This is an optimization exercise on Yosys and OpenROAD, whose aim is small area, a short achievable clock period and few clock cycles per item, not a production implementation. The RTL was checked by simulation tests, not by an equivalence proof against the original design. No activity file was given, so power comes from the tool's default toggle rates.

## flow/design.v (module list and top-level ports; edited modules follow where they fit)
// module fullAdd: 10 lines
// module ppNor: 7 lines
// module halfAdd: 9 lines
// module aluTop: 2543 lines
module aluTop (
	input  logic        clk,
	input  logic        rstN,
	input  logic        start,
	input  logic [15:0] a,
	input  logic [15:0] b,
	input  logic [3:0]  op,
	output logic        done,
	output logic [31:0] result,
	output logic [1:0]  error
);
  // ...
==> flow/flow/run.sh <==
#!/bin/bash
# Standard ORFS layout; the resizer's setup repair aims for a margin below the
# clock period (the constraints and the clock period are unchanged).
set -euo pipefail
export SETUP_SLACK_MARGIN=21.5
bash standard.sh > standard_flow.log 2>&1
==> flow/standard.sh <==
#!/bin/bash
# synth_recipe.tcl (not shown) runs the flow's synth.tcl, then flattens the netlist and writes it again
# the make line also repeats each setting of config.mk as NAME=value (left out here)
make -C /OpenROAD-flow-scripts/flow DESIGN_CONFIG=/design/flow/config.mk WORK_HOME=/design/flow/orfs CLKGATE_MAP_FILE= SYNTH_SCRIPT=/design/flow/synth_recipe.tcl "${@:-finish}"
==> flow/config.mk <==
export PLATFORM = sky130hd
export DESIGN_NAME = aluTop
export DESIGN_NICKNAME = aluTop
export VERILOG_FILES = /design/flow/design.v
export SDC_FILE = /design/flow/constraint.sdc
export NUM_CORES = 4
export LEC_CHECK = 0
export CAP_MARGIN = 20
export CORE_MARGIN = 2
export CORE_UTILIZATION = 40
export SLEW_MARGIN = 20
export SYNTH_HIERARCHICAL = 1
export SYNTH_MINIMUM_KEEP_SIZE = 0
==> flow/constraint.sdc <==
create_clock -name core_clock -period 28.0 [get_ports {clk}]
set_input_delay 5.6000 -clock core_clock [delete_from_list [all_inputs] [get_ports {clk}]]
set_output_delay 5.6000 -clock core_clock [all_outputs]
set_load 0.01 [all_outputs]
==> qor.csv, run 1 <==
stage;metric;value;unit
outcome;status;complete, no violations;
detailed_routing;Detail Route Antenna Nets;0;
worst_setup_path;critical path startpoint category;flip-flop;
worst_setup_path;Worst Setup Path Type;flip-flop to output pin;
cts;clk sinks;299;
sta;post-route setup slack;21.42;ns
cts;post-CTS setup buffer count;10;
cts;hold_buf cts;0;
final_layout;Final Instance Count excl. Fillers;2909;
final_layout;Nets;2669;
sta;# setup viols final;0;
final_layout;inverters;156;
sta;final hold vios;0;
floorplan;Rows;83;
global_route;total congestion overflow;0;
worst_setup_path;Critical R2R Capture;result[29];
cts;PostCTS Resize Cnt;157;
final_layout;bufs w/o clock;131;
final_layout;Data buffer area share;0.04457;
logic_synthesis;post-synthesis compound-gate area fraction;0.1243;
worst_setup_path;arrival time worst endpoint;0.98;ns
logic_synthesis;top cell type by total area after synthesis;dfxtp_1;
detailed_routing;DR WL/cell;18.08;um
worst_setup_path;reg2reg path depth;17;
final_layout;most common cell after layout, fill and taps aside;nor2_1;
worst_setup_path;number of stages on the worst setup path;1;
power_and_ir_drop;Clock power frac;0.199;
final_layout;area grow syn2layout;14.72;%
logic_synthesis;post-synthesis async set-or-reset flop share;0;
logic_synthesis;most common cell in the netlist;nor2_1;
power_and_ir_drop;worst vdd ir;123.3;uV
sta;setup TNS after final layout;0;ns
detailed_routing;top sig layer;met4;
floorplan;tapcell count;680;
power_and_ir_drop;clk pwr;0.436;mW
logic_synthesis;flops & latches, synth;299;
Testbench counts, summed over its fixed seeds: cycles 8,048, items 8,000.
==> run 2, diff against run 1 <==
--- a/flow/design.v
+++ b/flow/design.v
@@ -2286,284 +2286,316 @@
 	wire n1249 = fc461 ^ fs462;
 	wire n1250 = fc462 ^ fs463;
 	wire n1251 = fc463 ^ fs464;
 	wire n1252 = fc464 ^ fs465;
 	wire n1253 = fc465 ^ fs466;
 	wire n1254 = fc466 ^ pp256;
 	wire n1255 = 1'b0 ^ 1'b0;
 	wire n1256 = n1195 | (n1226 & n1194);
-	wire n1257 = n1196 | (n1227 & n1195);
-	wire n1258 = n1227 & n1226;
-	wire n1259 = n1197 | (n1228 & n1196);
-	wire n1260 = n1228 & n1227;
-	wire n1261 = n1198 | (n1229 & n1197);
-	wire n1262 = n1229 & n1228;
-	wire n1263 = n1199 | (n1230 & n1198);
-	wire n1264 = n1230 & n1229;
-	wire n1265 = n1200 | (n1231 & n1199);
-	wire n1266 = n1231 & n1230;
-	wire n1267 = n1201 | (n1232 & n1200);
-	wire n1268 = n1232 & n1231;
-	wire n1269 = n1202 | (n1233 & n1201);
-	wire n1270 = n1233 & n1232;
-	wire n1271 = n1203 | (n1234 & n1202);
-	wire n1272 = n1234 & n1233;
-	wire n1273 = n1204 | (n1235 & n1203);
-	wire n1274 = n1235 & n1234;
-	wire n1275 = n1205 | (n1236 & n1204);
-	wire n1276 = n1236 & n1235;
-	wire n1277 = n1206 | (n1237 & n1205);
-	wire n1278 = n1237 & n1236;
-	wire n1279 = n1207 | (n1238 & n1206);
-	wire n1280 = n1238 & n1237;
-	wire n1281 = n1208 | (n1239 & n1207);
-	wire n1282 = n1239 & n1238;
-	wire n1283 = n1209 | (n1240 & n1208);
-	wire n1284 = n1240 & n1239;
-	wire n1285 = n1210 | (n1241 & n1209);
-	wire n1286 = n1241 & n1240;
-	wire n1287 = n1211 | (n1242 & n1210);
-	wire n1288 = n1242 & n1241;
-	wire n1289 = n1212 | (n1243 & n1211);
-	wire n1290 = n1243 & n1242;
-	wire n1291 = n1213 | (n1244 & n1212);
-	wire n1292 = n1244 & n1243;
-	wire n1293 = n1214 | (n1245 & n1213);
-	wire n1294 = n1245 & n1244;
-	wire n1295 = n1215 | (n1246 & n1214);
-	wire n1296 = n1246 & n1245;
-	wire n1297 = n1216 | (n1247 & n1215);
-	wire n1298 = n1247 & n1246;
-	wire n1299 = n1217 | (n1248 & n1216);
-	wire n1300 = n1248 & n1247;
-	wire n1301 = n1218 | (n1249 & n1217);
-	wire n1302 = n1249 & n1248;
-	wire n1303 = n1219 | (n1250 & n1218);
-	wire n1304 = n1250 & n1249;
-	wire n1305 = n1220 | (n1251 & n1219);
-	wire n1306 = n1251 & n1250;
-	wire n1307 = n1221 | (n1252 & n1220);
-	wire n1308 = n1252 & n1251;
-	wire n1309 = n1222 | (n1253 & n1221);
-	wire n1310 = n1253 & n1252;
-	wire n1311 = n1223 | (n1254 & n1222);
-	wire n1312 = n1254 & n1253;
-	wire n1313 = n1224 | (n1255 & n1223);
-	wire n1314 = n1255 & n1254;
-	wire n1315 = n1257 | (n1258 & n1194);
-	wire n1316 = n1259 | (n1260 & n1256);
-	wire n1317 = n1261 | (n1262 & n1257);
-	wire n1318 = n1262 & n1258;
-	wire n1319 = n1263 | (n1264 & n1259);
-	wire n1320 = n1264 & n1260;
-	wire n1321 = n1265 | (n1266 & n1261);
-	wire n1322 = n1266 & n1262;
-	wire n1323 = n1267 | (n1268 & n1263);
-	wire n1324 = n1268 & n1264;
-	wire n1325 = n1269 | (n1270 & n1265);
-	wire n1326 = n1270 & n1266;
-	wire n1327 = n1271 | (n1272 & n1267);
-	wire n1328 = n1272 & n1268;
-	wire n1329 = n1273 | (n1274 & n1269);
-	wire n1330 = n1274 & n1270;
-	wire n1331 = n1275 | (n1276 & n1271);
-	wire n1332 = n1276 & n1272;
-	wire n1333 = n1277 | (n1278 & n1273);
-	wire n1334 = n1278 & n1274;
-	wire n1335 = n1279 | (n1280 & n1275);
-	wire n1336 = n1280 & n1276;
-	wire n1337 = n1281 | (n1282 & n1277);
-	wire n1338 = n1282 & n1278;
-	wire n1339 = n1283 | (n1284 & n1279);
-	wire n1340 = n1284 & n1280;
-	wire n1341 = n1285 | (n1286 & n1281);
-	wire n1342 = n1286 & n1282;
-	wire n1343 = n1287 | (n1288 & n1283);
-	wire n1344 = n1288 & n1284;
-	wire n1345 = n1289 | (n1290 & n1285);
-	wire n1346 = n1290 & n1286;
-	wire n1347 = n1291 | (n1292 & n1287);
-	wire n1348 = n1292 & n1288;
-	wire n1349 = n1293 | (n1294 & n1289);
-	wire n1350 = n1294 & n1290;
-	wire n1351 = n1295 | (n1296 & n1291);
-	wire n1352 = n1296 & n1292;
-	wire n1353 = n1297 | (n1298 & n1293);
-	wire n1354 = n1298 & n1294;
-	wire n1355 = n1299 | (n1300 & n1295);
-	wire n1356 = n1300 & n1296;
-	wire n1357 = n1301 | (n1302 & n1297);
-	wire n1358 = n1302 & n1298;
-	wire n1359 = n1303 | (n1304 & n1299);
-	wire n1360 = n1304 & n1300;
-	wire n1361 = n1305 | (n1306 & n1301);
-	wire n1362 = n1306 & n1302;
-	wire n1363 = n1307 | (n1308 & n1303);
-	wire n1364 = n1308 & n1304;
-	wire n1365 = n1309 | (n1310 & n1305);
-	wire n1366 = n1310 & n1306;
-	wire n1367 = n1311 | (n1312 & n1307);
-	wire n1368 = n1312 & n1308;
-	wire n1369 = n1313 | (n1314 & n1309);
-	wire n1370 = n1314 & n1310;
-	wire n1371 = n1317 | (n1318 & n1194);
-	wire n1372 = n1319 | (n1320 & n1256);
-	wire n1373 = n1321 | (n1322 & n1315);
-	wire n1374 = n1323 | (n1324 & n1316);
-	wire n1375 = n1325 | (n1326 & n1317);
-	wire n1376 = n1326 & n1318;
-	wire n1377 = n1327 | (n1328 & n1319);
-	wire n1378 = n1328 & n1320;
-	wire n1379 = n1329 | (n1330 & n1321);
-	wire n1380 = n1330 & n1322;
-	wire n1381 = n1331 | (n1332 & n1323);
-	wire n1382 = n1332 & n1324;
-	wire n1383 = n1333 | (n1334 & n1325);
-	wire n1384 = n1334 & n1326;
-	wire n1385 = n1335 | (n1336 & n1327);
-	wire n1386 = n1336 & n1328;
-	wire n1387 = n1337 | (n1338 & n1329);
-	wire n1388 = n1338 & n1330;
-	wire n1389 = n1339 | (n1340 & n1331);
-	wire n1390 = n1340 & n1332;
-	wire n1391 = n1341 | (n1342 & n1333);
-	wire n1392 = n1342 & n1334;
-	wire n1393 = n1343 | (n1344 & n1335);
-	wire n1394 = n1344 & n1336;
-	wire n1395 = n1345 | (n1346 & n1337);
-	wire n1396 = n1346 & n1338;
-	wire n1397 = n1347 | (n1348 & n1339);
-	wire n1398 = n1348 & n1340;
-	wire n1399 = n1349 | (n1350 & n1341);
-	wire n1400 = n1350 & n1342;
-	wire n1401 = n1351 | (n1352 & n1343);
-	wire n1402 = n1352 & n1344;
-	wire n1403 = n1353 | (n1354 & n1345);
-	wire n1404 = n1354 & n1346;
-	wire n1405 = n1355 | (n1356 & n1347);
-	wire n1406 = n1356 & n1348;
-	wire n1407 = n1357 | (n1358 & n1349);
-	wire n1408 = n1358 & n1350;
-	wire n1409 = n1359 | (n1360 & n1351);
-	wire n1410 = n1360 & n1352;
-	wire n1411 = n1361 | (n1362 & n1353);
-	wire n1412 = n1362 & n1354;
-	wire n1413 = n1363 | (n1364 & n1355);
-	wire n1414 = n1364 & n1356;
-	wire n1415 = n1365 | (n1366 & n1357);
-	wire n1416 = n1366 & n1358;
-	wire n1417 = n1367 | (n1368 & n1359);
-	wire n1418 = n1368 & n1360;
-	wire n1419 = n1369 | (n1370 & n1361);
-	wire n1420 = n1370 & n1362;
-	wire n1421 = n1375 | (n1376 & n1194);
-	wire n1422 = n1377 | (n1378 & n1256);
-	wire n1423 = n1379 | (n1380 & n1315);
-	wire n1424 = n1381 | (n1382 & n1316);
-	wire n1425 = n1383 | (n1384 & n1371);
-	wire n1426 = n1385 | (n1386 & n1372);
-	wire n1427 = n1387 | (n1388 & n1373);
-	wire n1428 = n1389 | (n1390 & n1374);
-	wire n1429 = n1391 | (n1392 & n1375);
-	wire n1430 = n1392 & n1376;
-	wire n1431 = n1393 | (n1394 & n1377);
-	wire n1432 = n1394 & n1378;
-	wire n1433 = n1395 | (n1396 & n1379);
-	wire n1434 = n1396 & n1380;
-	wire n1435 = n1397 | (n1398 & n1381);
-	wire n1436 = n1398 & n1382;
-	wire n1437 = n1399 | (n1400 & n1383);
-	wire n1438 = n1400 & n1384;
-	wire n1439 = n1401 | (n1402 & n1385);
-	wire n1440 = n1402 & n1386;
-	wire n1441 = n1403 | (n1404 & n1387);
-	wire n1442 = n1404 & n1388;
-	wire n1443 = n1405 | (n1406 & n1389);
-	wire n1444 = n1406 & n1390;
-	wire n1445 = n1407 | (n1408 & n1391);
-	wire n1446 = n1408 & n1392;
-	wire n1447 = n1409 | (n1410 & n1393);
-	wire n1448 = n1410 & n1394;
-	wire n1449 = n1411 | (n1412 & n1395);
-	wire n1450 = n1412 & n1396;
-	wire n1451 = n1413 | (n1414 & n1397);
-	wire n1452 = n1414 & n1398;
-	wire n1453 = n1415 | (n1416 & n1399);
-	wire n1454 = n1416 & n1400;
-	wire n1455 = n1417 | (n1418 & n1401);
-	wire n1456 = n1418 & n1402;
-	wire n1457 = n1419 | (n1420 & n1403);
-	wire n1458 = n1420 & n1404;
-	wire n1459 = n1429 | (n1430 & n1194);
-	wire n1460 = n1431 | (n1432 & n1256);
-	wire n1461 = n1433 | (n1434 & n1315);
-	wire n1462 = n1435 | (n1436 & n1316);
-	wire n1463 = n1437 | (n1438 & n1371);
-	wire n1464 = n1439 | (n1440 & n1372);
-	wire n1465 = n1441 | (n1442 & n1373);
-	wire n1466 = n1443 | (n1444 & n1374);
-	wire n1467 = n1445 | (n1446 & n1421);
-	wire n1468 = n1447 | (n1448 & n1422);
-	wire n1469 = n1449 | (n1450 & n1423);
-	wire n1470 = n1451 | (n1452 & n1424);
-	wire n1471 = n1453 | (n1454 & n1425);
-	wire n1472 = n1455 | (n1456 & n1426);
-	wire n1473 = n1457 | (n1458 & n1427);
-	wire n1474 = n1226 ^ n1194;
-	wire n1475 = n1227 ^ n1256;
-	wire n1476 = n1228 ^ n1315;
-	wire n1477 = n1229 ^ n1316;
-	wire n1478 = n1230 ^ n1371;
-	wire n1479 = n1231 ^ n1372;
-	wire n1480 = n1232 ^ n1373;
-	wire n1481 = n1233 ^ n1374;
-	wire n1482 = n1234 ^ n1421;
-	wire n1483 = n1235 ^ n1422;
-	wire n1484 = n1236 ^ n1423;
-	wire n1485 = n1237 ^ n1424;
-	wire n1486 = n1238 ^ n1425;
-	wire n1487 = n1239 ^ n1426;
-	wire n1488 = n1240 ^ n1427;
-	wire n1489 = n1241 ^ n1428;
-	wire n1490 = n1242 ^ n1459;
-	wire n1491 = n1243 ^ n1460;
-	wire n1492 = n1244 ^ n1461;
-	wire n1493 = n1245 ^ n1462;
-	wire n1494 = n1246 ^ n1463;
-	wire n1495 = n1247 ^ n1464;
-	wire n1496 = n1248 ^ n1465;
-	wire n1497 = n1249 ^ n1466;
-	wire n1498 = n1250 ^ n1467;
-	wire n1499 = n1251 ^ n1468;
-	wire n1500 = n1252 ^ n1469;
-	wire n1501 = n1253 ^ n1470;
-	wire n1502 = n1254 ^ n1471;
-	wire n1503 = n1255 ^ n1472;
-	wire n1504 = b5[0] ^ o5[1];
-	wire n1505 = b5[1] ^ o5[1];
-	wire n1506 = b5[2] ^ o5[1];
-	wire n1507 = b5[3] ^ o5[1];
-	wire n1508 = b5[4] ^ o5[1];
-	wire n1509 = b5[5] ^ o5[1];
-	wire n1510 = b5[6] ^ o5[1];
-	wire n1511 = b5[7] ^ o5[1];
-	wire n1512 = b5[8] ^ o5[1];
-	wire n1513 = b5[9] ^ o5[1];
-	wire n1514 = b5[10] ^ o5[1];
-	wire n1515 = b5[11] ^ o5[1];
-	wire n1516 = b5[12] ^ o5[1];
-	wire n1517 = b5[13] ^ o5[1];
-	wire n1518 = b5[14] ^ o5[1];
-	wire n1519 = b5[15] ^ o5[1];
-	wire [16:0] n1520 = {1'b0, {q5[2], q5[3], q5[4], q5[5], q5[6], q5[7], q5[8], q5[9], q5[10], q5[11], q5[12], q5[13], q5[14], q5[15], q5[0], q5[1]}} + {1'b0, {n1519, n1518, n1517, n1516, n1515, n1514, n1513, n1512, n1511, n1510, n1509, n1508, n1507, n1506, n1505, n1504}} + o5[1];
-	wire n1521 = o5[1] ? ((q5[2] != b5[15]) & (n1520[15] != q5[2])) : n1520[16];
-	wire n1522 = o5 == 3'b010;
-	wire n1523 = ~o5[2] & o5[0];
-	wire n1524 = o5[2] & ~o5[0];
-	wire n1525 = o5[2] & o5[0];
-	wire n1526 = ~(|b5);
+	wire n1257 = n1226 & n1225;
+	wire n1258 = n1197 | (n1228 & n1196);
+	wire n1259 = n1228 & n1227;
+	wire n1260 = n1199 | (n1230 & n1198);
+	wire n1261 = n1230 & n1229;
+	wire n1262 = n1201 | (n1232 & n1200);
+	wire n1263 = n1232 & n1231;
+	wire n1264 = n1203 | (n1234 & n1202);
+	wire n1265 = n1234 & n1233;
+	wire n1266 = n1205 | (n1236 & n1204);
+	wire n1267 = n1236 & n1235;
+	wire n1268 = n1207 | (n1238 & n1206);
+	wire n1269 = n1238 & n1237;
+	wire n1270 = n1209 | (n1240 & n1208);
+	wire n1271 = n1240 & n1239;
+	wire n1272 = n1211 | (n1242 & n1210);
+	wire n1273 = n1242 & n1241;
+	wire n1274 = n1213 | (n1244 & n1212);
+	wire n1275 = n1244 & n1243;
+	wire n1276 = n1215 | (n1246 & n1214);
+	wire n1277 = n1246 & n1245;
+	wire n1278 = n1217 | (n1248 & n1216);
+	wire n1279 = n1248 & n1247;
+	wire n1280 = n1219 | (n1250 & n1218);
+	wire n1281 = n1250 & n1249;
+	wire n1282 = n1221 | (n1252 & n1220);
+	wire n1283 = n1252 & n1251;
+	wire n1284 = n1223 | (n1254 & n1222);
+	wire n1285 = n1254 & n1253;
+	wire n1286 = n1196 | (n1227 & n1256);
+	wire n1287 = n1227 & n1257;
+	wire n1288 = n1258 | (n1259 & n1256);
+	wire n1289 = n1259 & n1257;
+	wire n1290 = n1200 | (n1231 & n1260);
+	wire n1291 = n1231 & n1261;
+	wire n1292 = n1262 | (n1263 & n1260);
+	wire n1293 = n1263 & n1261;
+	wire n1294 = n1204 | (n1235 & n1264);
+	wire n1295 = n1235 & n1265;
+	wire n1296 = n1266 | (n1267 & n1264);
+	wire n1297 = n1267 & n1265;
+	wire n1298 = n1208 | (n1239 & n1268);
+	wire n1299 = n1239 & n1269;
+	wire n1300 = n1270 | (n1271 & n1268);
+	wire n1301 = n1271 & n1269;
+	wire n1302 = n1212 | (n1243 & n1272);
+	wire n1303 = n1243 & n1273;
+	wire n1304 = n1274 | (n1275 & n1272);
+	wire n1305 = n1275 & n1273;
+	wire n1306 = n1216 | (n1247 & n1276);
+	wire n1307 = n1247 & n1277;
+	wire n1308 = n1278 | (n1279 & n1276);
+	wire n1309 = n1279 & n1277;
+	wire n1310 = n1220 | (n1251 & n1280);
+	wire n1311 = n1251 & n1281;
+	wire n1312 = n1282 | (n1283 & n1280);
+	wire n1313 = n1283 & n1281;
+	wire n1314 = n1224 | (n1255 & n1284);
+	wire n1315 = n1255 & n1285;
+	wire n1316 = n1198 | (n1229 & n1288);
+	wire n1317 = n1229 & n1289;
+	wire n1318 = n1260 | (n1261 & n1288);
+	wire n1319 = n1261 & n1289;
+	wire n1320 = n1290 | (n1291 & n1288);
+	wire n1321 = n1291 & n1289;
+	wire n1322 = n1292 | (n1293 & n1288);
+	wire n1323 = n1293 & n1289;
+	wire n1324 = n1206 | (n1237 & n1296);
+	wire n1325 = n1237 & n1297;
+	wire n1326 = n1268 | (n1269 & n1296);
+	wire n1327 = n1269 & n1297;
+	wire n1328 = n1298 | (n1299 & n1296);
+	wire n1329 = n1299 & n1297;
+	wire n1330 = n1300 | (n1301 & n1296);
+	wire n1331 = n1301 & n1297;
+	wire n1332 = n1214 | (n1245 & n1304);
+	wire n1333 = n1245 & n1305;
+	wire n1334 = n1276 | (n1277 & n1304);
+	wire n1335 = n1277 & n1305;
+	wire n1336 = n1306 | (n1307 & n1304);
+	wire n1337 = n1307 & n1305;
+	wire n1338 = n1308 | (n1309 & n1304);
+	wire n1339 = n1309 & n1305;
+	wire n1340 = n1222 | (n1253 & n1312);
+	wire n1341 = n1253 & n1313;
+	wire n1342 = n1284 | (n1285 & n1312);
+	wire n1343 = n1285 & n1313;
+	wire n1344 = n1314 | (n1315 & n1312);
+	wire n1345 = n1315 & n1313;
+	wire n1346 = n1202 | (n1233 & n1322);
+	wire n1347 = n1233 & n1323;
+	wire n1348 = n1264 | (n1265 & n1322);
+	wire n1349 = n1265 & n1323;
+	wire n1350 = n1294 | (n1295 & n1322);
+	wire n1351 = n1295 & n1323;
+	wire n1352 = n1296 | (n1297 & n1322);
+	wire n1353 = n1297 & n1323;
+	wire n1354 = n1324 | (n1325 & n1322);
+	wire n1355 = n1325 & n1323;
+	wire n1356 = n1326 | (n1327 & n1322);
+	wire n1357 = n1327 & n1323;
+	wire n1358 = n1328 | (n1329 & n1322);
+	wire n1359 = n1329 & n1323;
+	wire n1360 = n1330 | (n1331 & n1322);
+	wire n1361 = n1331 & n1323;
+	wire n1362 = n1218 | (n1249 & n1338);
+	wire n1363 = n1249 & n1339;
+	wire n1364 = n1280 | (n1281 & n1338);
+	wire n1365 = n1281 & n1339;
+	wire n1366 = n1310 | (n1311 & n1338);
+	wire n1367 = n1311 & n1339;
+	wire n1368 = n1312 | (n1313 & n1338);
+	wire n1369 = n1313 & n1339;
+	wire n1370 = n1340 | (n1341 & n1338);
+	wire n1371 = n1341 & n1339;
+	wire n1372 = n1342 | (n1343 & n1338);
+	wire n1373 = n1343 & n1339;
+	wire n1374 = n1344 | (n1345 & n1338);
+	wire n1375 = n1345 & n1339;
+	wire n1376 = n1210 | (n1241 & n1360);
+	wire n1377 = n1241 & n1361;
+	wire n1378 = n1272 | (n1273 & n1360);
+	wire n1379 = n1273 & n1361;
+	wire n1380 = n1302 | (n1303 & n1360);
+	wire n1381 = n1303 & n1361;
+	wire n1382 = n1304 | (n1305 & n1360);
+	wire n1383 = n1305 & n1361;
+	wire n1384 = n1332 | (n1333 & n1360);
+	wire n1385 = n1333 & n1361;
+	wire n1386 = n1334 | (n1335 & n1360);
+	wire n1387 = n1335 & n1361;
+	wire n1388 = n1336 | (n1337 & n1360);
+	wire n1389 = n1337 & n1361;
+	wire n1390 = n1338 | (n1339 & n1360);
+	wire n1391 = n1339 & n1361;
+	wire n1392 = n1362 | (n1363 & n1360);
+	wire n1393 = n1363 & n1361;
+	wire n1394 = n1364 | (n1365 & n1360);
+	wire n1395 = n1365 & n1361;
+	wire n1396 = n1366 | (n1367 & n1360);
+	wire n1397 = n1367 & n1361;
+	wire n1398 = n1368 | (n1369 & n1360);
+	wire n1399 = n1369 & n1361;
+	wire n1400 = n1370 | (n1371 & n1360);
+	wire n1401 = n1371 & n1361;
+	wire n1402 = n1372 | (n1373 & n1360);
+	wire n1403 = n1373 & n1361;
+	wire n1404 = n1374 | (n1375 & n1360);
+	wire n1405 = n1375 & n1361;
+	wire n1406 = n1226 ^ n1194;
+	wire n1407 = n1227 ^ n1256;
+	wire n1408 = n1228 ^ n1286;
+	wire n1409 = n1229 ^ n1288;
+	wire n1410 = n1230 ^ n1316;
+	wire n1411 = n1231 ^ n1318;
+	wire n1412 = n1232 ^ n1320;
+	wire n1413 = n1233 ^ n1322;
+	wire n1414 = n1234 ^ n1346;
+	wire n1415 = n1235 ^ n1348;
+	wire n1416 = n1236 ^ n1350;
+	wire n1417 = n1237 ^ n1352;
+	wire n1418 = n1238 ^ n1354;
+	wire n1419 = n1239 ^ n1356;
+	wire n1420 = n1240 ^ n1358;
+	wire n1421 = n1241 ^ n1360;
+	wire n1422 = n1242 ^ n1376;
+	wire n1423 = n1243 ^ n1378;
+	wire n1424 = n1244 ^ n1380;
+	wire n1425 = n1245 ^ n1382;
+	wire n1426 = n1246 ^ n1384;
+	wire n1427 = n1247 ^ n1386;
+	wire n1428 = n1248 ^ n1388;
+	wire n1429 = n1249 ^ n1390;
+	wire n1430 = n1250 ^ n1392;
+	wire n1431 = n1251 ^ n1394;
+	wire n1432 = n1252 ^ n1396;
+	wire n1433 = n1253 ^ n1398;
+	wire n1434 = n1254 ^ n1400;
+	wire n1435 = n1255 ^ n1402;
+	wire n1436 = b5[0] ^ o5[1];
+	wire n1437 = b5[1] ^ o5[1];
+	wire n1438 = b5[2] ^ o5[1];
+	wire n1439 = b5[3] ^ o5[1];
+	wire n1440 = b5[4] ^ o5[1];
+	wire n1441 = b5[5] ^ o5[1];
+	wire n1442 = b5[6] ^ o5[1];
+	wire n1443 = b5[7] ^ o5[1];
+	wire n1444 = b5[8] ^ o5[1];
+	wire n1445 = b5[9] ^ o5[1];
+	wire n1446 = b5[10] ^ o5[1];
+	wire n1447 = b5[11] ^ o5[1];
+	wire n1448 = b5[12] ^ o5[1];
+	wire n1449 = b5[13] ^ o5[1];
+	wire n1450 = b5[14] ^ o5[1];
+	wire n1451 = b5[15] ^ o5[1];
+	wire n1452 = q5[1] & n1436;
+	wire n1453 = q5[0] & n1437;
+	wire n1454 = q5[15] & n1438;
+	wire n1455 = q5[14] & n1439;
+	wire n1456 = q5[13] & n1440;
+	wire n1457 = q5[12] & n1441;
+	wire n1458 = q5[11] & n1442;
+	wire n1459 = q5[10] & n1443;
+	wire n1460 = q5[9] & n1444;
+	wire n1461 = q5[8] & n1445;
+	wire n1462 = q5[7] & n1446;
+	wire n1463 = q5[6] & n1447;
+	wire n1464 = q5[5] & n1448;
+	wire n1465 = q5[4] & n1449;
+	wire n1466 = q5[3] & n1450;
+	wire n1467 = q5[2] & n1451;
+	wire n1468 = q5[1] ^ n1436;
+	wire n1469 = q5[0] ^ n1437;
+	wire n1470 = q5[15] ^ n1438;
+	wire n1471 = q5[14] ^ n1439;
+	wire n1472 = q5[13] ^ n1440;
+	wire n1473 = q5[12] ^ n1441;
+	wire n1474 = q5[11] ^ n1442;
+	wire n1475 = q5[10] ^ n1443;
+	wire n1476 = q5[9] ^ n1444;
+	wire n1477 = q5[8] ^ n1445;
+	wire n1478 = q5[7] ^ n1446;
+	wire n1479 = q5[6] ^ n1447;
+	wire n1480 = q5[5] ^ n1448;
+	wire n1481 = q5[4] ^ n1449;
+	wire n1482 = q5[3] ^ n1450;
+	wire n1483 = q5[2] ^ n1451;
+	wire n1484 = n1452 | (n1468 & o5[1]);
+	wire n1485 = n1453 | (n1469 & n1484);
+	wire n1486 = n1469 & n1468;
+	wire n1487 = n1455 | (n1471 & n1454);
+	wire n1488 = n1471 & n1470;
+	wire n1489 = n1457 | (n1473 & n1456);
+	wire n1490 = n1473 & n1472;
+	wire n1491 = n1459 | (n1475 & n1458);
+	wire n1492 = n1475 & n1474;
+	wire n1493 = n1461 | (n1477 & n1460);
+	wire n1494 = n1477 & n1476;
+	wire n1495 = n1463 | (n1479 & n1462);
+	wire n1496 = n1479 & n1478;
+	wire n1497 = n1465 | (n1481 & n1464);
+	wire n1498 = n1481 & n1480;
+	wire n1499 = n1467 | (n1483 & n1466);
+	wire n1500 = n1483 & n1482;
+	wire n1501 = n1487 | (n1488 & n1485);
+	wire n1502 = n1488 & n1486;
+	wire n1503 = n1491 | (n1492 & n1489);
+	wire n1504 = n1492 & n1490;
+	wire n1505 = n1495 | (n1496 & n1493);
+	wire n1506 = n1496 & n1494;
+	wire n1507 = n1499 | (n1500 & n1497);
+	wire n1508 = n1500 & n1498;
+	wire n1509 = n1503 | (n1504 & n1501);
+	wire n1510 = n1504 & n1502;
+	wire n1511 = n1507 | (n1508 & n1505);
+	wire n1512 = n1508 & n1506;
+	wire n1513 = n1511 | (n1512 & n1509);
+	wire n1514 = n1512 & n1510;
+	wire n1515 = n1505 | (n1506 & n1509);
+	wire n1516 = n1506 & n1510;
+	wire n1517 = n1489 | (n1490 & n1501);
+	wire n1518 = n1490 & n1502;
+	wire n1519 = n1493 | (n1494 & n1509);
+	wire n1520 = n1494 & n1510;
+	wire n1521 = n1497 | (n1498 & n1515);
+	wire n1522 = n1498 & n1516;
+	wire n1523 = n1454 | (n1470 & n1485);
+	wire n1524 = n1470 & n1486;
+	wire n1525 = n1456 | (n1472 & n1501);
+	wire n1526 = n1472 & n1502;
+	wire n1527 = n1458 | (n1474 & n1517);
+	wire n1528 = n1474 & n1518;
+	wire n1529 = n1460 | (n1476 & n1509);
+	wire n1530 = n1476 & n1510;
+	wire n1531 = n1462 | (n1478 & n1519);
+	wire n1532 = n1478 & n1520;
+	wire n1533 = n1464 | (n1480 & n1515);
+	wire n1534 = n1480 & n1516;
+	wire n1535 = n1466 | (n1482 & n1521);
+	wire n1536 = n1482 & n1522;
+	wire n1537 = n1468 ^ o5[1];
+	wire n1538 = n1469 ^ n1484;
+	wire n1539 = n1470 ^ n1485;
+	wire n1540 = n1471 ^ n1523;
+	wire n1541 = n1472 ^ n1501;
+	wire n1542 = n1473 ^ n1525;
+	wire n1543 = n1474 ^ n1517;
+	wire n1544 = n1475 ^ n1527;
+	wire n1545 = n1476 ^ n1509;
+	wire n1546 = n1477 ^ n1529;
+	wire n1547 = n1478 ^ n1519;
+	wire n1548 = n1479 ^ n1531;
+	wire n1549 = n1480 ^ n1515;
+	wire n1550 = n1481 ^ n1533;
+	wire n1551 = n1482 ^ n1521;
+	wire n1552 = n1483 ^ n1535;
+	wire n1553 = o5[1] ? ((q5[2] != b5[15]) & (n1552 != q5[2])) : n1513;
+	wire n1554 = o5 == 3'b010;
+	wire n1555 = ~o5[2] & o5[0];
+	wire n1556 = o5[2] & ~o5[0];
+	wire n1557 = o5[2] & o5[0];
+	wire n1558 = ~(|b5);
 	always_ff @(posedge clk) begin
 		done   <= rstN & v5;
-		result <= n1522 ? {n1503, n1502, n1501, n1500, n1499, n1498, n1497, n1496, n1495, n1494, n1493, n1492, n1491, n1490, n1489, n1488, n1487, n1486, n1485, n1484, n1483, n1482, n1481, n1480, n1479, n1478, n1477, n1476, n1475, n1474, n1225, pp1} : (n1523 ? {15'b0, n1521, {n1520[15], n1520[14], n1520[13], n1520[12], n1520[11], n1520[10], n1520[9], n1520[8], n1520[7], n1520[6], n1520[5], n1520[4], n1520[3], n1520[2], n1520[1], n1520[0]}} : (((n1524 & ~n1526) ? {16'b0, {q5[2], q5[3], q5[4], q5[5], q5[6], q5[7], q5[8], q5[9], q5[10], q5[11], q5[12], q5[13], q5[14], q5[15], n1160, n1161}} : 32'b0) | ((n1525 & ~n1526) ? {16'b0, {n1159, n1158, n1157, n1156, n1155, n1154, n1153, n1152, n1151, n1150, n1149, n1148, n1147, n1146, n1145, n1144}} : 32'b0)));
-		error  <= {(n1524 | n1525) & n1526, n1523 & n1521};
+		result <= n1554 ? {n1435, n1434, n1433, n1432, n1431, n1430, n1429, n1428, n1427, n1426, n1425, n1424, n1423, n1422, n1421, n1420, n1419, n1418, n1417, n1416, n1415, n1414, n1413, n1412, n1411, n1410, n1409, n1408, n1407, n1406, n1225, pp1} : (n1555 ? {15'b0, n1553, {n1552, n1551, n1550, n1549, n1548, n1547, n1546, n1545, n1544, n1543, n1542, n1541, n1540, n1539, n1538, n1537}} : (((n1556 & ~n1558) ? {16'b0, {q5[2], q5[3], q5[4], q5[5], q5[6], q5[7], q5[8], q5[9], q5[10], q5[11], q5[12], q5[13], q5[14], q5[15], n1160, n1161}} : 32'b0) | ((n1557 & ~n1558) ? {16'b0, {n1159, n1158, n1157, n1156, n1155, n1154, n1153, n1152, n1151, n1150, n1149, n1148, n1147, n1146, n1145, n1144}} : 32'b0)));
+		error  <= {(n1556 | n1557) & n1558, n1555 & n1553};
 	end
 endmodule
==> run 2 against run 1 <==
Effect of this change: still clean; flip-flop and latch count is the same; clock-buffer cell count grew 3; clock power grew 5.5%; via count shrank 3.9%; largest cell class unchanged; highest routed layer unchanged.
==> qor.csv, run 2 <==
stage;metric;value;unit;change
global_route;total congestion overflow;0;;unchanged
floorplan;Rows;83;;unchanged
place;pre-CTS WS;21.57;ns;
sta;Hold WS;0.3244;ns;
worst_setup_path;worst path bufs/invs;1;;
sta;Max Slew Vio Count;0;;
sta;min Tclk post-route;6.589;ns;
power_and_ir_drop;Overall Power;1.998;mW;
power_and_ir_drop;PD cells;84.86;nW/um^2;
detailed_routing;Vias per Instance;5.261;;
worst_setup_path;Worst setup EP type;output pin;;
final_layout;fin util;0.4617;;
logic_synthesis;most common flop cell mapped by yosys;dfxtp_1;;
logic_synthesis;most instantiated cells after synthesis;nor2_1, dfxtp_1, fa_1;;
logic_synthesis;YS warnings;7;;
floorplan;core area;50990;um^2;
place;DP Area;22060;um^2;
sta;Final Cycle Share;0.2353;;
place;Post-DP HPWL;39920;um;
logic_synthesis;Post-Synth Adder-Cell Area;0.3577;;
final_layout;post-route cell area;23540;um^2;
global_route;initial antenna violation count;0;;
worst_setup_path;top fanout value on the critical path;1;;
cts;clk sinks;299;;unchanged
final_layout;max FFs per register;32;;
logic_synthesis;number of synthesized flops with an enable pin;0;;
logic_synthesis;Post-Synthesis Cells;1992;;
sta;Max-slew headroom;0.2942;;
logic_synthesis;Synth area leaders;dfxtp_1, fa_1, ha_1;;
place;Post-Place Cells;2730;;
sta;unrepaired setup endpoints after global routing;true;;
power_and_ir_drop;worst vdd ir;68.15;uV;-45%
logic_synthesis;flops & latches, synth;299;;unchanged
floorplan;width of the die;230.5;um;
worst_setup_path;Critical-path top delay cell;dfxtp_2;;
final_layout;Largest Register;result;;
cts;CTS tree;built;;
logic_synthesis;share of the synthesized area in the top cell type;0.2916;;
detailed_routing;DR WL/cell;18.40;um;+1.8%
cts;Skew-Pair Late Insertion Delay;0.56;ns;
logic_synthesis;largest family of logic cells by synthesized area;adder cells;;
cts;cts bufs inserted;35;;
outcome;status;complete, no violations;;
hold_path;worst hold path class;flip-flop to flip-flop;;
final_layout;share of cells above drive strength 1;0.1161;;
cts;clock slew at reported path FFs;0.07;ns;
detailed_routing;Vias;14910;;
detailed_routing;Detail Route Antenna Nets;0;;unchanged
cts;root buffer cell;clkbuf_16;;
logic_synthesis;top cell type by total area after synthesis;dfxtp_1;;
floorplan;Die ar.;53140;um^2;
cts;Max Root-Sink Buffers;3;;
logic_synthesis;Yosys cell types;72;;
sta;# setup viols final;0;;unchanged
sta;setup TNS after final layout;0;ns;unchanged
detailed_routing;DRT Pass-1 Iters;7;;
global_route;vias in the first global route;15450;;
cts;Clock H-tree levels;2;;
power_and_ir_drop;Leak;10.72;nW;
final_layout;n_diodes;0;;
sta;Worst Skew;0.01920;ns;
sta;post-route setup slack;21.41;ns;-0.006100 ns
detailed_routing;drt drc;0;;
global_route;global-route wire length before repair;83480;um;
sta;final hold vios;0;;unchanged
final_layout;# fillers;4699;;
hold_path;Worst Hold Launch;aQ[0];;
logic_synthesis;Avg Cell Area, Syn;10.30;um^2;
logic_synthesis;syn nets;2466;;
global_route;All-Layer GR Usage;0.2001;;
worst_setup_path;critical path's top delay family;flip-flops;;
worst_setup_path;arrival time worst endpoint;0.99;ns;about the same
worst_setup_path;worst-path cell chain;buf_6;;
logic_synthesis;most common cell in the netlist;nor2_1;;
worst_setup_path;critical path startpoint category;flip-flop;;
logic_synthesis;mux contribution to synthesized area;0.04980;;
logic_synthesis;post-synthesis compound-gate area fraction;0.1035;;-0.02082
worst_setup_path;Worst Path Required;22.40;ns;
final_layout;most common cell after layout, fill and taps aside;nor2_1;;
floorplan;I/O Pins;74;;
logic_synthesis;post-synthesis async set-or-reset flop share;0;;unchanged
floorplan;Initial Util;0.4025;;
place;GPL Wtd Cong;0.9507;;
floorplan;die height;230.5;um;
worst_setup_path;Worst Setup Path Type;flip-flop to output pin;;
logic_synthesis;Synth Area in Simple Gates;0.1169;;
place;port buffer count;73;;
run;max-cap check violation count;0;;
sta;Worst Tran Pin Value;1.055;ns;
detailed_routing;Initial DRC Count;875;;
logic_synthesis;mapped cell area;20520;um^2;
logic_synthesis;sequential fraction of the synthesis area;0.2916;;
worst_setup_path;CP max stage delay;0.32;ns;
worst_setup_path;reg-to-reg critical path startpoint;b5[7];;
final_layout;most frequent cells in the layout;nor2_1, dfxtp_1, fa_1;;
global_route;largest net degree at the start of global routing;27;;
final_layout;Final Instance Count excl. Fillers;2833;;-2.6%
logic_synthesis;xor and xnor area share after synthesis;0.04651;;
final_layout;Nets;2601;;-2.5%
final_layout;area grow syn2layout;14.69;%;about the same
detailed_routing;Routed WL;52120;um;
worst_setup_path;crit path from;result[3];;
sta;fmax;0.1518;GHz;
[run 2: path summary, 6_finish.rpt]
check	to	depth (start not counted)	slack, ns
min reg2reg	q1[11]	0	0.32
max	result[3]	1	21.41
max reg2reg	result[24]	16	21.76
min	q1[11]	0	0.32
[run 2: kinds of logic (layout without fill, tap and decap cells)]
logic type | count (synthesis) | count (layout)
fa+ha+maj | 435 | 435
compound gates | 318 | 318
xor+xnor | 109 | 109
mux | 94 | 94
simple gates | 557 | 557
buf+inv | 180 | 341
flops | 299 | 299
[run 2: routing by layer]
metal | vias to the layer above | wire (um) | track usage
met1 | 7323 | 21370 | 0.2434
met4 | 0 | 2469 | 0.09577
met3 | 143 | 2930 | 0.03063
met2 | 480 | 25340 | 0.3470
met5 | - | 0 | 0
li1 | 6959 | - | -
[run 2: layout make-up]
type	count	area, um^2	area share
multi-input combinational	1513	13920	0.5912
sequential	299	5995	0.2547
clock buffer	49	1010	0.04289
timing repair buffer	120	958.4	0.04071
tap	680	850.8	0.03614
inverter	157	638.1	0.02711
clock inverter	14	167.7	0.007122
timing repair inverter	1	5.005	0.0002126
[run 2: Yosys stat by module (local to each module, per instance)]
module	cells	copies in the design	flip-flops and latches	cell area (um^2)
fullAdd	1	195	0	20.02
halfAdd	1	15	0	12.51
aluTop	1526	1	299	15470
ppNor	1	256	0	3.754
[run 2: timing repair]
item	in CTS	in global routing
gates cloned	0	1
pin swaps	0	3
hold buffers	0	0
setup buffers	0	39
gates resized for setup	142	37
endpoints found under the setup margin	35	87
[run 2: report_power, final]
group          internal [mW]  leakage, nW  switching (mW)
Combinational          0.455         7.64           0.600
Clock                  0.267        0.567           0.193
Sequential             0.462         2.51          0.0216
Total                   1.18         10.7           0.814
Testbench counts of run 2, summed over its fixed seeds: cycles 8,048, items 8,000.
==> run 3, diff against run 2 <==
--- a/flow/config.mk
+++ b/flow/config.mk
@@ -9,4 +9,6 @@
 export CORE_MARGIN = 2
 export CORE_UTILIZATION = 40
+export CTS_CLUSTER_DIAMETER = 80
+export CTS_CLUSTER_SIZE = 30
 export SLEW_MARGIN = 20
 export SYNTH_HIERARCHICAL = 1
==> run 3 against run 2 <==
Effect of this change: clock power is 15% lower; area after synthesis stayed put; synthesized cell count stayed put; cell count is 0.81% lower; non-clock buffer count is 1 lower; wire length is 1.0% lower; critical path depth stayed put; clock skew is 0.022 ns higher; power is 3.6% lower; first-iteration DRC count is 16% higher; combinational power hardly changed; critical endpoint is now result[6]; critical path type unchanged; worst hold slack better by 0.0044 ns.
==> qor.csv, run 3 <==
stage;metric;value;unit;change
worst_setup_path;reg-to-reg critical path startpoint;q5[0];;
worst_setup_path;CP max stage delay;0.31;ns;about the same
global_route;total congestion overflow;0;;unchanged
power_and_ir_drop;PD cells;82.47;nW/um^2;-2.8%
sta;post-route setup slack;21.40;ns;-0.01300 ns
detailed_routing;DRT Pass-1 Iters;5;;-2
final_layout;max FFs per register;32;;unchanged
power_and_ir_drop;sequential share of power;0.251;;+0.009
place;Post-DP HPWL;39920;um;unchanged
place;GPL Wtd Cong;0.9507;;unchanged
worst_setup_path;Critical-path top delay cell;dfxtp_1;;
final_layout;most frequent cells in the layout;nor2_1, dfxtp_1, fa_1;;
final_layout;area grow syn2layout;13.72;%;
place;port buffer count;73;;unchanged
cts;Skew-Pair Late Insertion Delay;0.58;ns;+0.02 ns
logic_synthesis;most instantiated cells after synthesis;nor2_1, dfxtp_1, fa_1;;
worst_setup_path;arrival time worst endpoint;1.00;ns;about the same
outcome;status;complete, no violations;;
worst_setup_path;Critical R2R Capture;result[30];;
floorplan;Die ar.;53140;um^2;unchanged
sta;unrepaired setup endpoints after global routing;true;;
worst_setup_path;Worst Setup Path Type;flip-flop to output pin;;
detailed_routing;Vias;14820;;-0.56%
final_layout;Largest Register;result;;
worst_setup_path;critical path startpoint category;flip-flop;;
detailed_routing;Detail Route Antenna Nets;0;;unchanged
floorplan;Initial Util;0.4025;;unchanged
detailed_routing;drt drc;0;;unchanged
logic_synthesis;syn nets;2466;;unchanged
logic_synthesis;post-synthesis async set-or-reset flop share;0;;unchanged
worst_setup_path;setup slack, reg-to-reg;21.76;ns;about the same
final_layout;Nets;2589;;-0.46%
floorplan;core area;50990;um^2;unchanged
worst_setup_path;Worst setup EP type;output pin;;
sta;Max-slew headroom;0.2952;;+0.001013
logic_synthesis;YS warnings;7;;unchanged
final_layout;share of cells above drive strength 1;0.1108;;-0.005319
power_and_ir_drop;worst vdd ir;63.17;uV;-7.3%
final_layout;fin util;0.4577;;-0.003926
sta;min Tclk post-route;6.602;ns;+0.01300 ns
global_route;global-route wire length before repair;82900;um;-0.69%
detailed_routing;Initial DRC Count;1015;;+16%
global_route;largest net degree at the start of global routing;31;;+15%
sta;Worst Tran Pin Value;1.053;ns;-0.001514 ns
cts;Clock H-tree levels;1;;-1
power_and_ir_drop;P_int;1.102;mW;-6.9%
logic_synthesis;flops & latches, synth;299;;unchanged
floorplan;I/O Pins;74;;unchanged
logic_synthesis;Avg Cell Area, Syn;10.30;um^2;unchanged
cts;root buffer cell;clkbuf_16;;
sta;Max Slew Vio Count;0;;unchanged
logic_synthesis;number of synthesized flops with an enable pin;0;;unchanged
detailed_routing;DR WL/cell;18.35;um;-0.22%
worst_setup_path;reg2reg path depth;16;;unchanged
floorplan;die height;230.5;um;unchanged
logic_synthesis;mapped cell area;20520;um^2;unchanged
power_and_ir_drop;Combinational Power Share;0.547;;+0.019
power_and_ir_drop;NetSw;0.8229;mW;+1.1%
sta;final hold vios;0;;unchanged
hold_path;worst hold path class;flip-flop to flip-flop;;
logic_synthesis;Yosys cell types;72;;unchanged
logic_synthesis;Synth area leaders;dfxtp_1, fa_1, ha_1;;
logic_synthesis;most common cell in the netlist;nor2_1;;
place;pre-CTS WS;21.57;ns;unchanged
run;max-cap check violation count;0;;unchanged
global_route;vias in the first global route;15320;;-0.83%
logic_synthesis;sequential fraction of the synthesis area;0.2916;;unchanged
global_route;All-Layer GR Usage;0.1973;;-0.002834
floorplan;Rows;83;;unchanged
hold_path;Worst Hold Launch;aQ[9];;
sta;# setup viols final;0;;unchanged
cts;clk sinks;299;;unchanged
power_and_ir_drop;Clock power frac;0.202;;-0.028
power_and_ir_drop;Leak;10.60;nW;-1.1%
detailed_routing;Routed WL;51580;um;-1.0%
floorplan;width of the die;230.5;um;unchanged
detailed_routing;Vias per Instance;5.275;;+0.26%
cts;cts bufs inserted;23;;-34%
logic_synthesis;top cell type by total area after synthesis;dfxtp_1;;
logic_synthesis;Post-Synthesis Cells;1992;;unchanged
worst_setup_path;critical path's top delay family;flip-flops;;
final_layout;most common cell after layout, fill and taps aside;nor2_1;;
logic_synthesis;share of the synthesized area in the top cell type;0.2916;;unchanged
worst_setup_path;top fanout value on the critical path;1;;unchanged
cts;clock slew at reported path FFs;0.10;ns;+0.03 ns
hold_path;hold endpoint;q1[2];;
sta;fmax;0.1515;GHz;-0.20%
logic_synthesis;most common flop cell mapped by yosys;dfxtp_1;;
worst_setup_path;worst-path cell chain;buf_2;;
worst_setup_path;Worst Path Required;22.40;ns;about the same
sta;Worst Skew;0.04076;ns;+0.02156 ns
power_and_ir_drop;Switching Fraction;0.4275;;+0.02003
cts;hold_buf cts;0;;unchanged
sta;setup TNS after final layout;0;ns;unchanged
sta;Final Cycle Share;0.2358;;+0.0004643
final_layout;n_diodes;0;;unchanged
cts;CTS tree;built;;
worst_setup_path;worst path bufs/invs;1;;unchanged
global_route;initial antenna violation count;0;;unchanged
hold_path;number of cells on the worst hold path;0;;unchanged
cts;Max Root-Sink Buffers;3;;unchanged
[run 3: cell families (layout without fill, tap and decap cells)]
kind of cell             after synthesis  after routing  synth area share
AND/OR/NAND/NOR                      557            557            0.1169
AO/OA/AOI/OAI                        318            319            0.1035
flip-flops                           299            299            0.2916
XOR/XNOR                             109            109           0.04651
adder cells (fa/ha/maj)              435            435            0.3577
buffers and inverters                180            317           0.03389
multiplexers                          94             94           0.04980
[run 3: layout make-up]
type | instances | area, um^2
clock inverter | 17 | 392.9
tap | 680 | 850.8
timing repair buffer | 119 | 950.9
clock buffer | 23 | 575.6
sequential | 299 | 5995
multi-input combinational | 1514 | 13930
fill | 4728 | 27650
inverter | 157 | 638.1
timing repair inverter | 1 | 5.005
[run 3: per-module statistics from Yosys (local to each module, per instance)]
module	flip-flops and latches	cell area, um^2	cells
fullAdd	0	20.02	1
halfAdd	0	12.51	1
aluTop	299	15470	1526
ppNor	0	3.754	1
[run 3: repair_timing]
| item | CTS | global route |
|---|---|---|
| resized for setup | 141 | 41 |
| buffers inserted | 0 | 38 |
| setup endpoints to repair | 36 | 82 |
| cloned | 0 | 2 |
| hold endpoints to repair | 0 | 0 |
| pin swaps | 0 | 3 |
[run 3: worst max path at each step]
stage	slack, ns	endpoint	from	cells past startpoint
final	21.40	result[6]	result[6]	1
after global routing	21.34	result[6]	result[6]	1
after CTS	21.35	result[6]	result[6]	1
after detailed placement	21.57	result[29]	result[29]	1
after global placement	21.59	result[30]	result[30]	1
after floorplan	22.07	done	done	0
[run 3: power by group through the flow]
stage	registers, mW	clock network [mW]	logic, mW
after floorplan	0.489	0	0.779
after global placement	0.491	0	1.02
after detailed placement	0.492	0	1.04
after CTS	0.481	0.405	1.04
after global routing	0.487	0.422	1.19
final	0.482	0.389	1.05
[run 3: layer usage]
| metal | routed length (um) | track usage |
|---|---|---|
| met1 | 21220 | 0.2433 |
| met2 | 25090 | 0.3456 |
| met3 | 2909 | 0.02631 |
| met4 | 2353 | 0.08468 |
| met5 | 0 | 0 |
[run 3: per-stage QoR]
stage	hold slack, ns	cells	area (um^2)	total power [mW]
final	0.3287	2810	23340	1.925
after global routing	0.3349	2810	23340	2.094
after CTS	0.3288	2770	22860	1.929
after detailed placement	0.3121	2730	22060	1.535
after global placement	0.3109	2730	22060	1.508
after floorplan	0.3096	1992	20520	1.267
==> run 4, diff against run 3 <==
--- a/flow/config.mk
+++ b/flow/config.mk
@@ -8,5 +8,5 @@
 export CAP_MARGIN = 20
 export CORE_MARGIN = 2
-export CORE_UTILIZATION = 40
+export CORE_UTILIZATION = 55
 export CTS_CLUSTER_DIAMETER = 80
 export CTS_CLUSTER_SIZE = 30
==> run 4 against run 3 <==
Effect of this change: critical path type unchanged; worst hold slack worse by 0.014 ns; clock skew down 0.0095 ns; area after synthesis unchanged; sequential share of layout area up 0.58 points; clock power down 11%; core utilization up 16 points; still clean on timing, DRC and antenna.
==> qor.csv, run 4 <==
stage;metric;value;unit;change
worst_setup_path;top fanout value on the critical path;1;;unchanged
run;max-cap check violation count;0;;unchanged
worst_setup_path;arrival time worst endpoint;0.99;ns;about the same
cts;clock slew at reported path FFs;0.09;ns;about the same
sta;Worst Skew;0.03131;ns;-0.009457 ns
logic_synthesis;share of the synthesized area in the top cell type;0.2916;;unchanged
sta;# setup viols final;0;;unchanged
place;Post-DP HPWL;39040;um;-2.2%
hold_path;worst hold path class;flip-flop to flip-flop;;
power_and_ir_drop;worst vdd ir;92.24;uV;+46%
detailed_routing;DR WL/cell;19.38;um;+5.6%
global_route;largest net degree at the start of global routing;31;;unchanged
place;pre-CTS WS;21.53;ns;-0.03880 ns
cts;cts bufs inserted;20;;-13%
global_route;global-route wire length before repair;80810;um;-2.5%
place;GPL Wtd Cong;0.8953;;-5.8%
logic_synthesis;most common flop cell mapped by yosys;dfxtp_1;;
worst_setup_path;worst-path cell chain;buf_2;;
floorplan;Rows;70;;-16%
final_layout;Final Instance Count excl. Fillers;2588;;-7.9%
logic_synthesis;most common cell in the netlist;nor2_1;;
logic_synthesis;Yosys cell types;72;;unchanged
detailed_routing;Vias per Instance;5.628;;+6.7%
sta;Final Cycle Share;0.2352;;-0.0005393
logic_synthesis;Avg Cell Area, Syn;10.30;um^2;unchanged
final_layout;Multi-input gate area;13900;um^2;-0.21%
worst_setup_path;Worst setup EP type;output pin;;
logic_synthesis;syn nets;2466;;unchanged
final_layout;Largest Register;result;;
detailed_routing;Initial DRC Count;776;;-24%
power_and_ir_drop;Leak;10.51;nW;-0.87%
detailed_routing;Vias;14570;;-1.7%
sta;Max Slew Vio Count;0;;unchanged
detailed_routing;drt drc;0;;unchanged
global_route;vias in the first global route;15270;;-0.35%
final_layout;most common cell after layout, fill and taps aside;nor2_1;;
sta;Max-slew headroom;0.2718;;-0.02339
floorplan;width of the die;197.2;um;-14%
logic_synthesis;mapped cell area;20520;um^2;unchanged
logic_synthesis;flops & latches, synth;299;;unchanged
power_and_ir_drop;Overall Power;1.869;mW;-2.9%
sta;fmax;0.1518;GHz;+0.23%
global_route;All-Layer GR Usage;0.2678;;+0.07055
sta;min Tclk post-route;6.586;ns;-0.01510 ns
global_route;total congestion overflow;0;;unchanged
final_layout;Reg area;5997;um^2;about the same
sta;post-route setup slack;21.41;ns;+0.01510 ns
worst_setup_path;Worst Setup Path Type;flip-flop to output pin;;
final_layout;most frequent cells in the layout;nor2_1, dfxtp_1, fa_1;;
logic_synthesis;YS warnings;7;;unchanged
cts;Skew-Pair Late Insertion Delay;0.55;ns;-0.03 ns
final_layout;share of cells above drive strength 1;0.1057;;-0.005088
sta;unrepaired setup endpoints after global routing;true;;
outcome;status;complete, no violations;;
cts;clk sinks;299;;unchanged
final_layout;# fillers;3089;;-35%
worst_setup_path;Critical-path top delay cell;dfxtp_1;;
floorplan;Initial Util;0.5593;;+0.1568
final_layout;max FFs per register;32;;unchanged
logic_synthesis;most instantiated cells after synthesis;nor2_1, dfxtp_1, fa_1;;
logic_synthesis;Post-Synthesis Cells;1992;;unchanged
logic_synthesis;top cell type by total area after synthesis;dfxtp_1;;
cts;Clock H-tree levels;1;;unchanged
final_layout;area grow syn2layout;11.23;%;
floorplan;core area;36700;um^2;-28%
place;port buffer count;73;;unchanged
floorplan;die height;197.2;um;-14%
final_layout;Nets;2580;;-0.35%
worst_setup_path;critical path's top delay family;flip-flops;;
worst_setup_path;CP max stage delay;0.32;ns;about the same
power_and_ir_drop;PD cells;81.85;nW/um^2;-0.75%
floorplan;Die ar.;38880;um^2;-27%
global_route;initial antenna violation count;2;;+2
sta;Worst Tran Pin Value;1.091;ns;+0.03749 ns
sta;final hold vios;0;;unchanged
detailed_routing;Routed WL;50160;um;-2.8%
worst_setup_path;worst path bufs/invs;1;;unchanged
floorplan;I/O Pins;74;;unchanged
cts;CTS tree;built;;
logic_synthesis;Synth area leaders;dfxtp_1, fa_1, ha_1;;
cts;Max Root-Sink Buffers;3;;unchanged
cts;root buffer cell;clkbuf_16;;
logic_synthesis;number of synthesized flops with an enable pin;0;;unchanged
logic_synthesis;sequential fraction of the synthesis area;0.2916;;unchanged
sta;setup TNS after final layout;0;ns;unchanged
detailed_routing;DRT Pass-1 Iters;5;;unchanged
logic_synthesis;post-synthesis async set-or-reset flop share;0;;unchanged
place;Post-Place Cells;2519;;-7.7%
worst_setup_path;Worst Path Required;22.40;ns;about the same
detailed_routing;Detail Route Antenna Nets;0;;unchanged
worst_setup_path;critical path startpoint category;flip-flop;;
-- run 4: cells by family (layout without fill, tap and decap cells) --
family / Yosys count / count (layout) / share of synthesized area
AO/OA/AOI/OAI: 318 / 319 / 0.1035
XOR/XNOR: 109 / 109 / 0.04651
adder cells (fa/ha/maj): 435 / 435 / 0.3577
buffers and inverters: 180 / 306 / 0.03389
flip-flops: 299 / 299 / 0.2916
multiplexers: 94 / 94 / 0.04980
other: 0 / 1 / 0
AND/OR/NAND/NOR: 557 / 557 / 0.1169
-- run 4: worst paths after layout --
kind	cells past startpoint	slack [ns]	end	startpoint
max	1	21.41	result[30]	result[30]
max reg2reg	16	21.70	result[24]	b5[6]
min reg2reg	0	0.31	q1[0]	aQ[11]
min	0	0.31	q1[0]	aQ[11]
-- run 4: area by class of cell --
type | count | area share
Antenna cell | 1 | 0.0001096
Clock buffer | 21 | 0.02302
Clock inverter | 14 | 0.01206
Inverter | 157 | 0.02762
Multi-Input combinational cell | 1514 | 0.6090
Sequential cell | 299 | 0.2627
Tap cell | 468 | 0.02565
Timing Repair Buffer | 113 | 0.03968
Timing Repair inverter | 1 | 0.0002192
-- run 4: stage by stage --
stage | utilization | cell area, um^2 | hold WS (ns)
after floorplan | - | 20520 | 0.3096
after global placement | 0.5941 | 21800 | 0.3099
after detailed placement | 0.5941 | 21800 | 0.3121
after CTS | 0.6122 | 22470 | 0.3101
after global routing | 0.6221 | 22830 | 0.3218
final | 0.6221 | 22830 | 0.3147
-- run 4: what timing repair did --
item | in CTS | in global routing
buffers inserted | 0 | 31
hold buffers | 0 | 0
cloned | 0 | 2
gates resized for setup | 150 | 29
pin swaps | 0 | 2
endpoints found under the setup margin | 35 | 85
-- run 4: routing by layer --
| layer | GRT usage | share of wire | wire length (um) | vias to the layer above |
|---|---|---|---|---|
| li1 | - | - | - | 6904 |
| met1 | 0.3275 | 0.40 | 20280 | 7063 |
| met2 | 0.4725 | 0.49 | 24520 | 460 |
| met3 | 0.03193 | 0.055 | 2741 | 137 |
| met4 | 0.1273 | 0.052 | 2594 | 2 |
| met5 | 0 | 0.00024 | 12 | - |
-- run 4: power by group --
group	switching, mW	total (mW)	internal, mW
Combinational	0.587	1.04	0.452
Sequential	0.0231	0.484	0.461
Clock	0.182	0.345	0.164
Total	0.792	1.87	1.08
-- run 4: modules after synthesis, one instance, submodules excluded --
module   times used  cell area (um^2)
fullAdd         195             20.02
ppNor           256             3.754
halfAdd          15             12.51
aluTop            1             15470
==> run 5, diff against run 4 <==
==> flow/flow/run.sh (replaced) <==
#!/bin/bash
# Standard ORFS layout with two changes to how it is made (the clock period and
# the constraints are unchanged):
#  - the resizer's setup repair aims for a margin below the clock period;
#  - clock tree synthesis clusters more sinks per buffer and adds no dummy loads.
set -euo pipefail
export SETUP_SLACK_MARGIN=21.5
export CTS_ARGS="-sink_clustering_enable -repair_clock_nets -sink_clustering_size 30 -sink_clustering_max_diameter 80 -dont_use_dummy_load"
bash standard.sh > standard_flow.log 2>&1
--- a/flow/config.mk
+++ b/flow/config.mk
@@ -8,5 +8,5 @@
 export CAP_MARGIN = 20
 export CORE_MARGIN = 2
-export CORE_UTILIZATION = 55
+export CORE_UTILIZATION = 40
 export CTS_CLUSTER_DIAMETER = 80
 export CTS_CLUSTER_SIZE = 30
==> run 5 against run 4 <==
Effect of this change: highest routed layer is now met4; via count increased by 1.2%; largest cell class unchanged; design area increased by 0.53%; critical path depth unchanged; still clean; area after synthesis unchanged; flip-flop and latch count unchanged; clock-buffer cell count increased by 2.
==> qor.csv, run 5 <==
stage;metric;value;unit;change
cts;root buffer cell;clkbuf_16;;
worst_setup_path;Critical-path top delay cell;dfxtp_1;;
worst_setup_path;Worst Path Required;22.40;ns;about the same
logic_synthesis;post-synthesis async set-or-reset flop share;0;;unchanged
final_layout;Nets;2590;;+0.39%
worst_setup_path;critical path's top delay family;flip-flops;;
power_and_ir_drop;Overall Power;1.824;mW;-2.4%
logic_synthesis;Post-Synthesis Cells;1992;;unchanged
logic_synthesis;Avg Cell Area, Syn;10.30;um^2;unchanged
power_and_ir_drop;Combinational Power Share;0.578;;+0.022
logic_synthesis;mapped cell area;20520;um^2;unchanged
sta;Max Slew Vio Count;0;;unchanged
detailed_routing;Vias;14730;;+1.2%
place;Post-Place Cells;2730;;+8.4%
sta;Worst Tran Pin Value;1.045;ns;-0.04555 ns
power_and_ir_drop;P_int;1.060;mW;-1.5%
final_layout;share of cells above drive strength 1;0.1031;;-0.002588
worst_setup_path;critical path startpoint category;flip-flop;;
cts;CTS tree;built;;
worst_setup_path;arrival time worst endpoint;1.00;ns;about the same
final_layout;max FFs per register;32;;unchanged
detailed_routing;Routed WL;51660;um;+3.0%
worst_setup_path;Worst setup EP type;output pin;;
sta;post-route setup slack;21.40;ns;-0.01260 ns
logic_synthesis;flops & latches, synth;299;;unchanged
hold_path;worst hold path class;flip-flop to flip-flop;;
logic_synthesis;share of the synthesized area in the top cell type;0.2916;;unchanged
floorplan;die height;230.5;um;+17%
sta;Max-slew headroom;0.3006;;+0.02879
sta;# setup viols final;0;;unchanged
detailed_routing;DR WL/cell;18.49;um;-4.6%
power_and_ir_drop;Switching Fraction;0.4186;;-0.005157
cts;clk sinks;299;;unchanged
floorplan;I/O Pins;74;;unchanged
power_and_ir_drop;PD cells;79.46;nW/um^2;-2.9%
place;pre-CTS WS;21.57;ns;+0.03880 ns
detailed_routing;Vias per Instance;5.273;;-6.3%
global_route;All-Layer GR Usage;0.1969;;-0.07091
global_route;largest net degree at the start of global routing;31;;unchanged
sta;Hold WS;0.3075;ns;-0.007156 ns
detailed_routing;DRT Pass-1 Iters;7;;+2
global_route;global-route wire length before repair;82690;um;+2.3%
place;Post-DP HPWL;39920;um;+2.3%
detailed_routing;Initial DRC Count;876;;+13%
logic_synthesis;Synth area leaders;dfxtp_1, fa_1, ha_1;;
logic_synthesis;YS warnings;7;;unchanged
detailed_routing;Detail Route Antenna Nets;0;;unchanged
logic_synthesis;most common flop cell mapped by yosys;dfxtp_1;;
global_route;vias in the first global route;15260;;-0.066%
power_and_ir_drop;Leak;10.44;nW;-0.62%
final_layout;most frequent cells in the layout;nor2_1, dfxtp_1, fa_1;;
floorplan;core area;50990;um^2;+39%
global_route;total congestion overflow;0;;unchanged
power_and_ir_drop;NetSw;0.7634;mW;-3.6%
final_layout;area grow syn2layout;11.82;%;
global_route;initial antenna violation count;0;;-2
sta;final hold vios;0;;unchanged
floorplan;Rows;83;;+19%
worst_setup_path;top fanout value on the critical path;1;;unchanged
worst_setup_path;worst-path cell chain;buf_2;;
sta;Final Cycle Share;0.2357;;+0.0004500
sta;setup TNS after final layout;0;ns;unchanged
run;max-cap check violation count;0;;unchanged
worst_setup_path;CP max stage delay;0.30;ns;-0.02 ns
sta;min Tclk post-route;6.599;ns;+0.01260 ns
detailed_routing;drt drc;0;;unchanged
cts;clock slew at reported path FFs;0.09;ns;about the same
power_and_ir_drop;Clock power frac;0.157;;-0.028
sta;fmax;0.1515;GHz;-0.19%
cts;Max Root-Sink Buffers;3;;unchanged
sta;unrepaired setup endpoints after global routing;true;;
final_layout;most common cell after layout, fill and taps aside;nor2_1;;
cts;hold_buf cts;0;;unchanged
cts;Clock H-tree levels;1;;unchanged
logic_synthesis;number of synthesized flops with an enable pin;0;;unchanged
final_layout;Final Instance Count excl. Fillers;2794;;+8.0%
place;port buffer count;73;;unchanged
final_layout;Largest Register;result;;
sta;Worst Skew;0.07461;ns;+0.04330 ns
power_and_ir_drop;sequential share of power;0.265;;+0.006
logic_synthesis;sequential fraction of the synthesis area;0.2916;;unchanged
cts;Skew-Pair Late Insertion Delay;0.58;ns;+0.03 ns
logic_synthesis;Yosys cell types;72;;unchanged
worst_setup_path;Worst Setup Path Type;flip-flop to output pin;;
floorplan;Die ar.;53140;um^2;+37%
outcome;status;complete, no violations;;
worst_setup_path;worst path bufs/invs;1;;unchanged
logic_synthesis;most instantiated cells after synthesis;nor2_1, dfxtp_1, fa_1;;
floorplan;Initial Util;0.4025;;-0.1568
cts;cts bufs inserted;23;;+15%
logic_synthesis;top cell type by total area after synthesis;dfxtp_1;;
final_layout;n_diodes;0;;-1
place;GPL Wtd Cong;0.9507;;+6.2%
logic_synthesis;most common cell in the netlist;nor2_1;;
floorplan;width of the die;230.5;um;+17%
logic_synthesis;syn nets;2466;;unchanged
power_and_ir_drop;worst vdd ir;67.92;uV;-26%
run 5: cell count changes in the layout (fill, tap and decap cells not counted), sizes merged:
cell,change
clkbuf,+2
clkinvlp,+1
buf,+7
inv,-7
bufinv,-1
clkinv,-7
diode,-1
run 5: repair_timing:
action	4_1_cts	5_1_grt
resized for setup	143	37
setup buffers	0	39
pin swaps	0	3
setup endpoints to repair	36	83
cloned	0	2
run 5: final cells by class:
type,instances,area (um^2)
Sequential cell,299,5993
Clock buffer,23,575.6
Inverter,157,634.4
Tap cell,680,850.8
Timing Repair Buffer,120,952.2
Timing Repair inverter,1,5.005
Fill cell,4763,28040
Multi-Input combinational cell,1514,13940
run 5: worst paths after layout:
kind | slack (ns) | from | depth (start not counted) | to
setup / recovery | 21.40 | result[6] | 1 | result[6]
hold reg to reg | 0.31 | aQ[9] | 0 | q1[2]
hold / removal | 0.31 | aQ[9] | 0 | q1[2]
setup reg to reg | 21.71 | q5[0] | 17 | result[24]
run 5: power groups by stage:
stage | logic [mW] | clock network (mW) | registers [mW]
CTS | 1.04 | 0.301 | 0.482
global route | 1.18 | 0.316 | 0.487
floorplan | 0.779 | 0 | 0.489
finish | 1.05 | 0.287 | 0.483
global placement | 1.02 | 0 | 0.491
detailed placement | 1.04 | 0 | 0.492
run 5: per-stage QoR:
stage,instance area (um^2),util
final,22950,0.4501
after global routing,22950,0.4501
after CTS,22470,0.4407
after detailed placement,22060,0.4326
after global placement,22060,0.4326
after floorplan,20520,-
run 5: logic make-up (layout without fill, tap and decap cells):
kind of cell	count (synthesis)	count (layout)	share of synthesized area
multiplexers	94	94	0.04980
AO/OA/AOI/OAI	318	319	0.1035
XOR/XNOR	109	109	0.04651
flip-flops	299	299	0.2916
AND/OR/NAND/NOR	557	557	0.1169
adder cells (fa/ha/maj)	435	435	0.3577
buffers and inverters	180	301	0.03389
run 5: metal layers:
layer / share of wire / vias up / GRT usage
met4: 0.044 / 0 / 0.08206
met2: 0.49 / 420 / 0.3467
met5: 0 / - / 0
li1: - / 6909 / -
met3: 0.054 / 128 / 0.02495
met1: 0.41 / 7277 / 0.2432
run 5: Yosys stat by module (local to each module, per instance):
module | cells inside | flip-flops and latches | area (um^2) | times used
fullAdd | 1 | 0 | 20.02 | 195
ppNor | 1 | 0 | 3.754 | 256
aluTop | 1526 | 299 | 15470 | 1
halfAdd | 1 | 0 | 12.51 | 15

[static timing again, ports no longer ideal]
In the flow no input, the clock included, has a driving cell. The finished layouts below were timed again as built, in two steps. Step 1, drivers: a clkbuf_16 drives clk and a buf_2 each remaining input, both assumed. Step 2 adds t to the input delays and takes it off the output delays; t is the mean of the earliest and latest rising clock arrival at the registers after step 1. Input paths then give back, and output paths get back, about the clock's delay inside the block. a / b / c = ideal ports / drivers / drivers and shift; a / b = the first two.
| run | t (ns) | setup slack, ns | worst hold slack (ns) |
|---|---|---|---|
| run 1 | 0.592 | 21.418 / 21.358 / 21.590 | 0.301 / 0.301 / 0.301 |
| run 2 | 0.607 | 21.412 / 21.359 / 21.627 | 0.324 / 0.324 / 0.324 |
| run 3 | 0.607 | 21.399 / 21.347 / 21.631 | 0.329 / 0.329 / 0.329 |
| run 4 | 0.591 | 21.414 / 21.361 / 21.597 | 0.315 / 0.315 / 0.315 |
| run 5 | 0.595 | 21.401 / 21.350 / 21.610 | 0.308 / 0.308 / 0.308 |
After both steps every run listed still meets setup and hold.
